Background: an optimization exercise with open tools, aiming at a short achievable clock period and few clock cycles. Do not read the settings as production practice.
Only simulation tests tie the RTL to the original design; equivalence was not proved.
Power and IR drop assume default switching activity.

==> flow/design.v <==
package viper_pkg;
   localparam int addr_w  = 20;   
   localparam int data_w  = 32;   
   localparam int pc_step = 8;    
   localparam int tail_w  = 19;   
   typedef enum logic [1:0] {
      reg0, reg1, reg2, reg3
   } reg_sel_e;
   typedef enum logic [1:0] {
      immediate, direct, index_reg1, index_reg2
   } addr_mode_e;
   typedef enum logic [2:0] {
      dest_reg0, dest_reg1, dest_reg2, dest_reg3,
      cond_set, cond_clear, dest_none, store
   } dest_e;
   typedef enum logic [3:0] {
      neg, push, load_a, load_b, add_a, add_b, sub_a, sub_b,
      add_c, sub_c, add_d, sub_d, reserved
   } alu_func_e;
   typedef enum logic [3:0] {
      lt, ge, eq, ne, le, gt, rsv6, rsv7,
      lt_or, ge_or, eq_or, ne_or, le_or, gt_or, rsv14, rsv15
   } cmp_func_e;
   typedef struct packed {
      logic                top;          
      reg_sel_e            src;
      addr_mode_e          mode;
      dest_e               dest;
      logic                is_compare;
      logic [3:0]          func;         
      logic [tail_w-1:0]   tail;
   } instr_t;
   typedef struct packed {
      logic              cyc;
      logic              stb;
      logic              we;
      logic [addr_w-1:0] adr;
      logic [data_w-1:0] dat;
   } wb_req_t;
   typedef struct packed {
      logic              ack;
      logic [data_w-1:0] dat;
   } wb_rsp_t;
   typedef struct packed {
      logic              go;    
      logic              we;
      logic [addr_w-1:0] adr;
      logic [data_w-1:0] dat;
   } bus_cmd_t;
   typedef enum logic [1:0] {
      fetch, operand, execute, store_wait
   } seq_state_e;
endpackage
`timescale 1ns/1ps
module viper (
   input  logic        clock,
   input  logic        reset,
   output logic        wb_cyc_o,
   output logic        wb_stb_o,
   output logic        wb_we_o,
   output logic [19:0] wb_adr_o,
   output logic [31:0] wb_dat_o,
   input  logic        wb_ack_i,
   input  logic [31:0] wb_dat_i
);
   localparam logic [1:0] ph_fetch   = 2'd0;
   localparam logic [1:0] ph_operand = 2'd1;
   localparam logic [1:0] ph_store   = 2'd2;
   logic        rst_q;
   logic [31:0] r0, r1, r2, r3;
   logic        flag;
   logic        stb_q;
   logic [1:0]  phase;
   logic [19:0] adr_q;
   logic        we_q;
   logic [31:0] dat_q;
   logic [19:0] pc8lo;
   logic        ex_v;
   logic        ex_cmp;       
   logic        ex_or;        
   logic [2:0]  ex_cf;        
   logic        ex_push;
   logic [3:0]  ex_wen;
   logic [31:0] xa, xb;       
   logic        xc;
   logic [31:0] xs, xo;       
   logic        o_jump;       
   logic        o_inv;        
   logic [19:0] o_base;       
   logic        ack;
   assign ack = wb_ack_i & stb_q;
   logic [31:0] d;
   logic        d_cmp;
   logic [2:0]  d_dest;
   logic [3:0]  d_func;
   logic [1:0]  d_mode;
   logic [1:0]  d_src;
   logic [19:0] tail;
   logic        d_store;
   logic        d_rsv;
   logic        d_needop;
   logic        d_alu;        
   logic        d_neg, d_push, d_add, d_sub;
   logic        d_addsub, d_inv;
   logic        d_jump;       
   logic [31:0] pc8;
   logic [31:0] srcv;
   logic [3:0]  d_wen;
   assign d        = wb_dat_i;
   assign d_cmp    = d[23];
   assign d_dest   = d[26:24];
   assign d_func   = d[22:19];
   assign d_mode   = d[28:27];
   assign d_src    = d[30:29];
   assign tail     = {1'b0, d[18:0]};
   assign d_store  = !d_cmp && (d_dest == 3'd7);
   assign d_rsv    = d_cmp ? (d_func[2:1] == 2'b11) : (d_func[3:2] == 2'b11);
   assign d_needop = (d_mode != 2'd0) && !d_store && !d_rsv;
   assign d_alu    = !d_cmp && !d_rsv && !d_store;
   assign d_neg    = (d_func == 4'd0);
   assign d_push   = (d_func == 4'd1);
   assign d_add    = (d_func == 4'd4) || (d_func == 4'd5) || (d_func == 4'd8) || (d_func == 4'd10);
   assign d_sub    = (d_func == 4'd6) || (d_func == 4'd7) || (d_func == 4'd9) || (d_func == 4'd11);
   assign d_addsub = d_add || d_sub;
   assign d_inv    = d_neg || d_sub;
   assign d_jump   = d_alu && (d_push || (d_dest == 3'd3) || (d_dest == 3'd4 && flag)
                               || (d_dest == 3'd5 && !flag));
   always_comb
   begin
      d_wen = 4'b0000;
      if (d_alu && !d_push)
      begin
         case (d_dest)
            3'd0:    d_wen = 4'b0001;
            3'd1:    d_wen = 4'b0010;
            3'd2:    d_wen = 4'b0100;
            3'd3:    d_wen = 4'b1000;
            3'd4:    d_wen = {flag, 3'b000};
            3'd5:    d_wen = {!flag, 3'b000};
            default: d_wen = 4'b0000;
         endcase
      end
   end
   logic [11:0] pc8hi;
   assign pc8hi = r3[31:20] + {11'd0, &r3[19:3]};
   assign pc8   = {pc8hi, pc8lo};
   always_comb
   begin
      case (d_src)
         2'd0:    srcv = r0;
         2'd1:    srcv = r1;
         2'd2:    srcv = r2;
         default: srcv = pc8;
      endcase
   end
   logic        d_mem;        
   logic        f_slow;       
   logic [19:0] nxt_fetch;
   logic [19:0] nxt_oper;
   assign d_mem     = d_store || d_needop;
   assign f_slow    = d_mem ? d_mode[1] : (d_jump && (d_addsub || d_neg));
   assign nxt_fetch = (d_mem || d_jump) ? tail : pc8lo;
   assign nxt_oper  = o_jump ? d[19:0] : r3[19:0];    
   logic        calc;         
   logic [19:0] cb, co;     
   logic        cc;
   logic        o_slow;
   logic [20:0] csum;
   assign csum = {cb, 1'b1} + {co ^ {20{cc}}, cc};
   logic [32:0] sum;
   logic [31:0] res;
   logic        lt_s, gt_s, eq_s;
   logic        cmp_base;
   assign sum = {xa, 1'b1} + {xb, xc};
   assign res = sum[32:1];
   always_comb
   begin
      lt_s = $signed(xs) < $signed(xo);
      gt_s = $signed(xs) > $signed(xo);
      eq_s = (xs == xo);
      case (ex_cf)
         3'd0:    cmp_base = lt_s;
         3'd1:    cmp_base = !lt_s;
         3'd2:    cmp_base = eq_s;
         3'd3:    cmp_base = !eq_s;
         3'd4:    cmp_base = !gt_s;
         default: cmp_base = gt_s;
      endcase
   end
   always_ff @(posedge clock or posedge reset)
   begin
      if (reset)
         stb_q <= 1'b0;
      else if (rst_q)
         stb_q <= 1'b0;
      else if (ack)
         stb_q <= (phase == ph_fetch) ? !f_slow : (phase == ph_operand) ? !o_slow : 1'b1;
      else
         stb_q <= 1'b1;
   end
   always_ff @(posedge clock)
   begin
      rst_q <= reset;
      pc8lo <= adr_q + 20'd8;
      if (rst_q)
      begin
         r0    <= 32'd0;
         r1    <= 32'd0;
         r2    <= 32'd0;
         r3    <= 32'd0;
         flag  <= 1'b0;
         phase <= ph_fetch;
         adr_q <= 20'd0;
         we_q  <= 1'b0;
         ex_v  <= 1'b0;
         calc  <= 1'b0;
      end
      else
      begin
         ex_v <= 1'b0;
         calc <= 1'b0;
         if (calc)
            adr_q <= csum[20:1];
         if (ex_v)
         begin
            if (ex_cmp)
               flag <= cmp_base | (ex_or & flag);
            if (ex_push)
            begin
               r2 <= r3;
               r3 <= res;
            end
            if (ex_wen[0])
               r0 <= res;
            if (ex_wen[1])
               r1 <= res;
            if (ex_wen[2])
               r2 <= res;
            if (ex_wen[3])
               r3 <= res;
         end
         if (ack)
         begin
            case (phase)
               ph_fetch:
               begin
                  r3    <= pc8;
                  adr_q <= nxt_fetch;
                  we_q  <= d_store;
                  ex_v  <= !d_mem;
                  calc  <= f_slow;
                  if (d_store)
                     phase <= ph_store;
                  else if (d_needop)
                     phase <= ph_operand;
                  else
                     phase <= ph_fetch;
               end
               ph_operand:
               begin
                  adr_q <= nxt_oper;
                  we_q  <= 1'b0;
                  ex_v  <= 1'b1;
                  calc  <= o_slow;
                  phase <= ph_fetch;
               end
               default:
               begin
                  adr_q <= r3[19:0];
                  we_q  <= 1'b0;
                  phase <= ph_fetch;
               end
            endcase
         end
      end
   end
   always_ff @(posedge clock)
   begin
      if (ack)
      begin
         if (phase == ph_fetch)
         begin
            dat_q   <= srcv;
            ex_cmp  <= d_cmp && !d_rsv;
            ex_or   <= d_func[3];
            ex_cf   <= d_func[2:0];
            ex_push <= d_alu && d_push;
            ex_wen  <= d_wen;
            xs      <= srcv;
            xa      <= d_addsub ? srcv : 32'd0;
            xb      <= d_inv ? ~{12'd0, tail} : {12'd0, tail};
            xc      <= d_inv;
            xo      <= {12'd0, tail};
            o_jump  <= d_jump;
            o_inv   <= d_inv;
            o_base  <= d_addsub ? srcv[19:0] : 20'd0;
            o_slow  <= d_jump && (d_addsub || d_neg);
            cb      <= d_mem ? (d_mode[0] ? r2[19:0] : r1[19:0]) : (d_addsub ? srcv[19:0] : 20'd0);
            co      <= tail;
            cc      <= !d_mem && d_inv;
         end
         else if (phase == ph_operand)
         begin
            xb <= o_inv ? ~d : d;
            xo <= d;
            cb <= o_base;
            co <= d[19:0];
            cc <= o_inv;
         end
      end
   end
   assign wb_cyc_o = stb_q;
   assign wb_stb_o = stb_q;
   assign wb_we_o  = we_q;
   assign wb_adr_o = adr_q;
   assign wb_dat_o = dat_q;
endmodule
clock: 6.0 ns
lec_check: 0
abc_clock_period_in_ps: 2000
cap_margin: 20
core_margin: 2
core_utilization: 40
setup_slack_margin: 4.0
slew_margin: 20
run.sh (not shown) runs the stock make flow with config.mk's settings and CLKGATE_MAP_FILE= SYNTH_SCRIPT=/design/flow/synth_recipe.tcl, a recipe that flattens the netlist after the stock synthesis.
Testbench counts at the start, summed over its fixed seeds: cycles 94,500.
Next try:
--- a/flow/design.v
+++ b/flow/design.v
@@ -49,12 +49,40 @@
    } bus_cmd_t;
    typedef enum logic [1:0] {
       fetch, operand, execute, store_wait
    } seq_state_e;
 endpackage
 `timescale 1ns/1ps
+module ks_add #(parameter int W = 32) (
+   input  logic [W-1:0] a,
+   input  logic [W-1:0] b,
+   input  logic         cin,
+   output logic [W-1:0] s,
+   output logic         cout
+);
+   logic [W:0] g, p, gn, pn;
+   always_comb
+   begin
+      g = {a & b, cin};
+      p = {a ^ b, 1'b0};
+      for (int d = 1; d <= W; d = d * 2)
+      begin
+         gn = g;
+         pn = p;
+         for (int i = d; i <= W; i++)
+         begin
+            gn[i] = g[i] | (p[i] & g[i-d]);
+            pn[i] = p[i] & p[i-d];
+         end
+         g = gn;
+         p = pn;
+      end
+      s    = (a ^ b) ^ g[W-1:0];
+      cout = g[W];
+   end
+endmodule
 module viper (
    input  logic        clock,
    input  logic        reset,
    output logic        wb_cyc_o,
    output logic        wb_stb_o,
    output logic        wb_we_o,
@@ -139,13 +167,15 @@
             3'd5:    d_wen = {!flag, 3'b000};
             default: d_wen = 4'b0000;
          endcase
       end
    end
    logic [11:0] pc8hi;
-   assign pc8hi = r3[31:20] + {11'd0, &r3[19:3]};
+   logic [11:0] r3hi_inc;
+   assign r3hi_inc = r3[31:20] + 12'd1;
+   assign pc8hi    = (pc8lo[19:3] == 17'd0) ? r3hi_inc : r3[31:20];
    assign pc8   = {pc8hi, pc8lo};
    always_comb
    begin
       case (d_src)
          2'd0:    srcv = r0;
          2'd1:    srcv = r1;
@@ -162,25 +192,28 @@
    assign nxt_fetch = (d_mem || d_jump) ? tail : pc8lo;
    assign nxt_oper  = o_jump ? d[19:0] : r3[19:0];    
    logic        calc;         
    logic [19:0] cb, co;     
    logic        cc;
    logic        o_slow;
-   logic [20:0] csum;
-   assign csum = {cb, 1'b1} + {co ^ {20{cc}}, cc};
-   logic [32:0] sum;
+   logic [19:0] csum;
+   logic        csum_co;
+   ks_add #(.W(20)) calc_add (.a(cb), .b(co ^ {20{cc}}), .cin(cc), .s(csum), .cout(csum_co));
    logic [31:0] res;
+   logic        res_co;
    logic        lt_s, gt_s, eq_s;
    logic        cmp_base;
-   assign sum = {xa, 1'b1} + {xb, xc};
-   assign res = sum[32:1];
+   logic [31:0] dif;
+   logic        dif_co;
+   ks_add #(.W(32)) alu_add (.a(xa), .b(xb), .cin(xc), .s(res), .cout(res_co));
+   ks_add #(.W(32)) cmp_sub (.a(xs), .b(~xo), .cin(1'b1), .s(dif), .cout(dif_co));
    always_comb
    begin
-      lt_s = $signed(xs) < $signed(xo);
-      gt_s = $signed(xs) > $signed(xo);
+      lt_s = xs[31] ^ !xo[31] ^ dif_co;
       eq_s = (xs == xo);
+      gt_s = !lt_s && !eq_s;
       case (ex_cf)
          3'd0:    cmp_base = lt_s;
          3'd1:    cmp_base = !lt_s;
          3'd2:    cmp_base = eq_s;
          3'd3:    cmp_base = !eq_s;
          3'd4:    cmp_base = !gt_s;
@@ -217,13 +250,13 @@
       end
       else
       begin
          ex_v <= 1'b0;
          calc <= 1'b0;
          if (calc)
-            adr_q <= csum[20:1];
+            adr_q <= csum;
          if (ex_v)
          begin
             if (ex_cmp)
                flag <= cmp_base | (ex_or & flag);
             if (ex_push)
             begin
The changed run went through all stages and came out clean.
Setup slack degrades by 8.8 ps.
Power drops by 3.4%.
Synthesized cell count goes up by 1.2%.
First-iteration DRC count fell by 12%.
Combinational power stays flat.
Testbench counts after the change, summed over its fixed seeds: cycles 94,500.

==> afterwards: timing with drivers on the ports <==
Ports are ideal in the flow. The routed layouts listed here were re-timed in OpenROAD. Step 1 assumes that a clkbuf_16 drives the clock port and a buf_2 every other input. Step 2 times the ports against the registers' clock, not the clock port: input delays grow and output delays shrink by t, the midpoint of the rising clock arrivals with the driver on. a / b / c = ideal ports / drivers / drivers and shift; a / b = the first two.
| run | t (ns) | setup WS [ns] | worst hold slack (ns) | worst setup path after step 2 | slew at the worst register clock pin (ns) |
|---|---|---|---|---|---|
| the first run | 0.607 | 2.773 / 2.773 / 2.747 | 0.453 / 0.453 / 0.453 | input to register | 0.07 / 0.07 |
| the second run | 0.616 | 2.764 / 2.764 / 2.760 | 0.393 / 0.393 / 0.393 | input to register | 0.06 / 0.06 |
After both steps every run listed still meets setup and hold. For the first run, which loses most, drivers alone change the setup slack by 0.000 ns; drivers and shift together by -0.026 ns.
